What follows belongs to an exercise in optimizing a design on an open flow for small area, a short achievable clock period and few clock cycles per item; a production flow would make more cautious choices.
The RTL was checked by simulation tests, not by an equivalence proof against the original design.
No activity file was given, so power comes from the tool's default toggle rates.

`flow/run.sh`:
```
#!/bin/bash
# synth_recipe.tcl (not shown) runs the flow's synth.tcl, then flattens the netlist and writes it again
# the make line also repeats each setting of config.mk as NAME=value (left out here)
make -C /OpenROAD-flow-scripts/flow DESIGN_CONFIG=/design/flow/config.mk WORK_HOME=/design/flow/orfs CLKGATE_MAP_FILE= SYNTH_SCRIPT=/design/flow/synth_recipe.tcl finish
```
`flow/config.mk`:
```
export PLATFORM = sky130hd
export DESIGN_NAME = muldiv_seq
export DESIGN_NICKNAME = muldiv_seq
export VERILOG_FILES = /design/flow/design.v
export SDC_FILE = /design/flow/constraint.sdc
export NUM_CORES = 4
export LEC_CHECK = 0
export CAP_MARGIN = 20
export CORE_MARGIN = 2
export CORE_UTILIZATION = 40
export SLEW_MARGIN = 20
```
`flow/constraint.sdc`:
```
create_clock -name core_clock -period 11.0 [get_ports {clk}]
set_input_delay 2.2000 -clock core_clock [delete_from_list [all_inputs] [get_ports {clk}]]
set_output_delay 2.2000 -clock core_clock [all_outputs]
set_load 0.01 [all_outputs]
```
`flow/design.v`:
```
module muldiv_seq (
   input  logic        clk,
   input  logic        rst,
   input  logic        start_i,
   input  logic [2:0]  op_i,
   input  logic [31:0] rs1_i,
   input  logic [31:0] rs2_i,
   input  logic        flush_i,
   output logic        stall_o,
   output logic        busy_o,
   output logic        done_o,
   output logic [31:0] result_o
);
   logic        busy_q, done_q;
   logic        accept, run, last, fast;
   assign accept = ~busy_q & start_i & ~flush_i;
   assign run    = busy_q & ~done_q;
   always_ff @(posedge clk or negedge rst) begin
      if (!rst) begin
         busy_q <= 1'b0;
         done_q <= 1'b0;
      end else if (!busy_q) begin
         busy_q <= accept;
         done_q <= accept & fast;
      end else if (done_q || flush_i) begin
         busy_q <= 1'b0;
         done_q <= 1'b0;
      end else begin
         done_q <= last;
      end
   end
   assign stall_o = rst & (accept | run);
   assign busy_o  = busy_q;
   assign done_o  = done_q;
   function automatic logic [5:0] bitlen(input logic [31:0] x);
      logic [5:0] n;
      n = '0;
      for (int i = 0; i < 32; i++) if (x[i]) n = i + 1;
      bitlen = n;
   endfunction
   logic        is_mul, sa, sb, an, bn, b_zero, swap;
   logic [31:0] a_m, b_m, a_abs;
   logic [5:0]  na, nb, nmin, na_est;
   logic [6:0]  dq;         
   logic [4:0]  skip;       
   assign is_mul = ~op_i[2];
   assign sa     = is_mul ? (op_i[1:0] != 2'b11) : ~op_i[0];
   assign sb     = is_mul ? ~op_i[1] : ~op_i[0];
   assign an     = sa & rs1_i[31];
   assign bn     = sb & rs2_i[31];
   assign a_m    = rs1_i ^ {32{an}};
   assign b_m    = rs2_i ^ {32{bn}};
   assign a_abs  = a_m + {31'd0, an};
   assign na     = bitlen(a_m);
   assign nb     = bitlen(b_m);
   assign b_zero = (rs2_i == '0);
   assign swap   = (na < nb);                    
   assign nmin   = swap ? na : nb;
   assign na_est = na + {5'd0, an};              
   assign dq     = {1'b0, na_est} - {1'b0, nb};  
   assign skip   = (dq[6] || dq[5]) ? 5'd0 : ~dq[4:0];   
   assign fast   = ~is_mul & (b_zero | dq[6]);
   logic [33:0] hi;
   logic [31:0] lo;
   logic        ylast;
   logic [5:0]  n_q;        
   logic [1:0]  j8_q;       
   logic        j4_q;       
   logic        x_q;        
   logic        mul_q, v_rs2_q, v_sgn_q, bneg_q;
   logic        res_hi_q, res_neg_q, res_one_q, res_zero_q;
   logic [31:0] v;
   logic [34:0] v_ext;
   assign v     = v_rs2_q ? rs2_i : rs1_i;
   assign v_ext = {{3{v_sgn_q & v[31]}}, v};
   logic st_norm, st_j8, st_j4, st_x;
   logic       b1, b0, d_one, d_two, d_neg;
   assign b1    = ~st_x & lo[1];
   assign b0    = ~st_x & lo[0];
   assign d_one = mul_q ? (b0 ^ ylast) : 1'b1;
   assign d_two = mul_q & ((b1 & ~b0 & ~ylast) | (~b1 & b0 & ylast));
   assign d_neg = mul_q ? b1 : ~bneg_q;
   logic [34:0] add_x, add_y, sum;
   assign add_x = mul_q ? {hi[33], hi} : {2'b00, hi[31:0], lo[31]};
   assign add_y = d_one ? v_ext : (d_two ? {v_ext[33:0], 1'b0} : 35'd0);
   assign sum   = add_x + (add_y ^ {35{d_neg}}) + {34'd0, d_neg};
   logic ge;
   assign ge = ~sum[34];
   always_comb begin
      st_norm = 1'b0; st_j8 = 1'b0; st_j4 = 1'b0; st_x = 1'b0;
      if (mul_q) begin
         if (n_q != 0)       st_norm = 1'b1;
         else if (j8_q != 0) st_j8   = 1'b1;
         else                st_x    = 1'b1;
      end else begin
         if (j8_q != 0)      st_j8   = 1'b1;
         else if (j4_q)      st_j4   = 1'b1;
         else                st_norm = 1'b1;
      end
   end
   always_comb begin
      if (mul_q)
         last = x_q ? st_x : ((st_norm & (n_q == 6'd1) & (j8_q == 2'd0)) | (st_j8 & (j8_q == 2'd1)));
      else
         last = st_norm & (n_q == 6'd1);
   end
   always_ff @(posedge clk) begin
      if (accept) begin
         hi        <= '0;
         lo        <= is_mul ? (swap ? rs1_i : rs2_i) : a_abs;
         ylast     <= 1'b0;
         mul_q     <= is_mul;
         v_rs2_q   <= ~is_mul | swap;
         v_sgn_q   <= (is_mul & ~swap) ? sa : sb;
         bneg_q    <= bn;
         if (is_mul) begin
            if (nmin[5]) begin
               n_q  <= 6'd16;
               j8_q <= 2'd0;
               x_q  <= 1'b1;
            end else begin
               n_q  <= {1'b0, {1'b0, nmin[4:3]} + 3'd1, 2'b00};
               j8_q <= ~nmin[4:3];
               x_q  <= 1'b0;
            end
            j4_q <= 1'b0;
         end else begin
            j8_q <= skip[4:3];
            j4_q <= skip[2];
            n_q  <= 6'd32 - {1'b0, skip[4:2], 2'b00};
            x_q  <= 1'b0;
         end
         res_hi_q   <= is_mul ? (op_i[1:0] != 2'b00) : (op_i[1] & ~fast);
         res_neg_q  <= ~is_mul & (op_i[1] ? an : (an ^ bn));
         res_one_q  <= ~is_mul & ~op_i[1] & b_zero;
         res_zero_q <= ~is_mul & ~op_i[1] & ~b_zero & dq[6];
      end else if (run) begin
         if (st_norm) begin
            if (mul_q) begin
               hi    <= {sum[34], sum[34:2]};
               lo    <= {sum[1:0], lo[31:2]};
               ylast <= lo[1];
               n_q   <= n_q - 6'd1;
            end else begin
               hi    <= {2'b00, ge ? sum[31:0] : {hi[30:0], lo[31]}};
               lo    <= {lo[30:0], ge};
               n_q   <= n_q - 6'd1;
            end
         end else if (st_j8) begin
            if (mul_q) begin
               hi <= {{8{hi[33]}}, hi[33:8]};
               lo <= {hi[7:0], lo[31:8]};
            end else begin
               hi <= {2'b00, hi[23:0], lo[31:24]};
               lo <= {lo[23:0], 8'd0};
            end
            j8_q <= j8_q - 2'd1;
         end else if (st_j4) begin
            hi   <= {2'b00, hi[27:0], lo[31:28]};
            lo   <= {lo[27:0], 4'd0};
            j4_q <= 1'b0;
         end else if (st_x) begin
            hi  <= sum[33:0];
            x_q <= 1'b0;
         end
      end
   end
   logic [31:0] res_pre, res_abs;
   assign res_pre  = res_hi_q ? hi[31:0] : lo;
   assign res_abs  = (res_pre ^ {32{res_neg_q}}) + {31'd0, res_neg_q};
   assign result_o = res_one_q ? 32'hFFFF_FFFF : (res_zero_q ? 32'd0 : res_abs);
endmodule
```
==> key figures <==
Yosys
  • Synth top area share: 10.20%
  • Mean post-synth cell area: between 6 and 7 um^2
  • Number of synthesized flops with an enable pin: 50
  • Post-synthesis sequential area ratio: about 15%
  • Top-count cell post-synth: a21oi_1
  • Most used DFF post-synth: edfxtp_1
  • Distinct cells, synth: 93
  • Synth cell count leaders: a21oi_1 (229), nand2_1 (225), o21ai_0 (166)
  • Area contributors post-synth: edfxtp_1 (10%), a21oi_1 (7.8%), mux2i_1 (6.6%), nand2_1 (5.7%), o21ai_0 (5.6%)
  • Cells after Synth: about 2100
  • Largest area contributor in the netlist: edfxtp_1
  • Yosys warnings: 1
  • Netlist Area Pre-Place: 0.01472 mm^2
  • Post-synth ARST share: under 10%
  • Seq cells post-synth: 87
  • Syn_nets: around 2300

Timing
  • Crit share post-route: between 70% and 80%
  • Final setup violation count: 0
  • Rel. slew slack: 26.31%
  • RSZ-0062 raised after global routing: no
  • Final slew viol count: 0
  • Final count of hold timing violations: 0
  • Setup TNS: 0 ps
  • Worst-Margin Slew: roughly 1100 ps
  • FMAX: 116.7 MHz
  • Clock Skew: between 15 and 20 ps
  • Tmin final: approximately 8600 ps

Pwr
  • Maximum vdd drop: roughly 0.097 mV
  • Static Leakage: around 6.3 nW
  • Total power: 3.258 mW
  • P per Cell Area: around 200 mW/mm^2

Drt
  • Remaining antenna violation count after routing: 0
  • Avg WL per Cell: about 26 um
  • Drt drc: 0
  • Vias post-DR: 17070
  • Drt initial violations: between 2000 and 3000
  • WL final: approximately 66 mm
  • Drt first pass iters: 5
  • Via/cell ratio: 6.653

Die
  • Initial Util: roughly two fifths
  • # IOs: roughly 110
  • Die width: between 150 and 200 um
  • Die ar.: roughly 0.038 mm^2
  • Core box area: between 0.03 and 0.04 mm^2
  • Die Y-Extent: slightly below 200 um
  • Core Rows: 70

Layout
  • Antenna cells: 0
  • Design Area, Final: 0.01627 mm^2
  • Fin nets: ~2200
  • Share of layout cells above drive strength 1: approximately 4.5%
  • Final Non-Filler Cells: between 2000 and 3000
  • Fill count: between 3000 and 4000
  • Layout area overhead: 10.59%

Clock network
  • Post-CTS setup buffer count: 0
  • CTS root buffer: clkbuf_16
  • Maximum clock path buffer count: 2
  • Num CTS Buffers: 9
  • H-tree levels: 3
  • Clk pin slew, worst setup/hold paths: around 70 ps
  • Clock Latency Late Sink: ~380 ps
  • TritonCTS Sinks: between 80 and 90
  • Post-CTS Hold Buffers: 0
  • PostCTS Resize Cnt: 0
  • CTS tree: yes

GRT
  • Tot GR Track Use: about 33%
  • Vias in the first global route: approximately 16000
  • First-pass GRT wire length: 98.35 mm
  • Gr ovfl total: 0
  • Largest net degree at the start of global routing: 195
  • Initial antenna violation count: 0

Worst setup path
  • Worst endpoint required time: 11090 ps
  • Worst Path Max Fanout: 56
  • CP Launch Type: input pin
  • Arr. time, crit path: 8660 ps
  • Crit path kind: in -> reg
  • CP Capture Type: flop

Job
  • Total of max-cap violations: 0

Placement
  • Dpl cells: 2549
  • Port Buffers: between 100 and 150
  • HPWL Detailed: about 50 mm
  • Post-DP Area: about 0.016 mm^2
  • Placer Congestion: between 1 and 1.5

Hold path
  • Hold Crit Class: reg -> reg

Outcome
  • Status: complete, no violations
through the flow:
stage,worst slack (ps),hold WS [ps],util (%)
after floorplan,3052,424.9,-
after global placement,2313,448.2,43.62
after detailed placement,2197,462.0,43.62
after CTS,2563,481.0,44.59
after global routing,2055,521.1,44.66
final,2435,484.0,44.66
layout by cell type, fill, tap and decap left out, types with 30 or more instances in the layout:
cell type / instances
mux2i_1: 97
ha_1: 54
o22ai_1: 60
edfxtp_1: 50
clkdlybuf4s50_1: 105
buf_4: 30
dfxtp_1: 35
o21ai_0: 165
nand2_1: 224
xor2_1: 65
nand3_1: 63
nor2b_1: 30
a21oi_1: 228
inv_1: 57
nor3_1: 59
a21o_1: 62
nor2_1: 149
xnor2_1: 93
sequential cells by signal, summed over array words and instances (netlist names):
register,cells
bneg_q,1
busy_q,1
done_q,1
hi,34
j4_q,1
j8_q,2
lo,32
mul_q,1
n_q,6
res_hi_q,1
res_neg_q,1
res_one_q,1
res_zero_q,1
v_rs2_q,1
v_sgn_q,1
x_q,1
ylast,1
cell type report:
| class | instances | area (um^2) | area share (%) |
|---|---|---|---|
| repair buffers | 137 | 1324 | 8.135 |
| clock inverters | 7 | 126.4 | 0.7766 |
| inverters | 61 | 229.0 | 1.407 |
| multi-input cells | 1797 | 11530 | 70.86 |
| flip-flops and latches | 87 | 2252 | 13.84 |
| clock buffers | 9 | 225.2 | 1.384 |
| well taps | 468 | 585.6 | 3.598 |
power breakdown:
group	switching (mW)	internal, mW
logic	1.35	0.852
registers	0.225	0.442
clock network	0.166	0.226
total	1.74	1.52
layer usage:
metal	track usage (%)	wire, um	vias up	part of all wire, %
met5	0	0	-	0
met4	16.78	3503	0	5.3
met3	5.656	7212	193	11
met2	50.60	27840	1150	42
met1	45.64	27160	7926	41
li1	-	-	7802	-
worst max-delay path, cell delays in order:
cell,delay (ps)
clkdlybuf4s50_1,450
buf_4,360
o21ai_2,180
nand2_2,100
buf_4,510
inv_2,480
ha_1,470
o21bai_1,140
a21oi_1,80
or3_1,360
o211ai_1,150
a21oi_1,110
a221o_1,390
nor2_1,220
ha_1,220
nand3_1,90
xnor2_1,140
ha_1,200
nor2_1,150
nand2_1,90
or2_2,290
or3_1,390
a31o_2,270
ha_1,280
a211oi_1,250
a21oi_1,60
kinds of logic (layout without fill, tap and decap cells):
| kind of cell | count (synthesis) | count (layout) | share of synthesized area (%) |
|---|---|---|---|
| XOR/XNOR | 158 | 158 | 9.404 |
| flip-flops | 87 | 87 | 15.30 |
| AO/OA/AOI/OAI | 790 | 790 | 34.00 |
| AND/OR/NAND/NOR | 685 | 685 | 22.39 |
| multiplexers | 109 | 109 | 7.533 |
| buffers and inverters | 251 | 214 | 6.641 |
| adder cells (fa/ha/maj) | 55 | 55 | 4.728 |
path summary, 6_finish.rpt:
| kind | endpoint | slack (ps) | startpoint | cells after the start |
|---|---|---|---|---|
| worst max-delay path | n_q[3] | 2430 | op_i[2] | 26 |
| worst min-delay path | hi[32] | 480 | hi[32] | 2 |
| worst max register to register | hi[1] | 4680 | n_q[2] | 21 |
| worst min register to register | hi[32] | 480 | hi[32] | 2 |
| max in group asynchronous | done_q | 8650 | rst | 1 |
| min in group asynchronous | busy_q | 2090 | rst | 1 |
Testbench counts, summed over its fixed seeds: cycles 28,594, items 2,400.

## port drivers added, routing unchanged
How much do the figures lean on ideal ports? The routed layout below was timed once more, with nothing changed but the port constraints.
Step 1, drivers: a clkbuf_16 drives clk and a buf_2 each remaining input, both assumed.
Step 2 adds t to the input delays and takes it off the output delays; t is the mean of the earliest and latest rising clock arrival at the registers after step 1. Input paths then give back, and output paths get back, about the clock's delay inside the block.
Three values: ideal, step 1, step 2; two values: the first two.
t, ns: 0.419
slack for setup (ns): 2.435 / 2.461 / 2.042
worst setup path at the end: input to register
slew at the worst register clock pin (ns): 0.09 / 0.09
cell pins on the clock port's net: 1
After both steps this run still meets setup and hold. For this run, drivers alone change the setup slack by +0.026 ns; drivers and shift together by -0.393 ns.
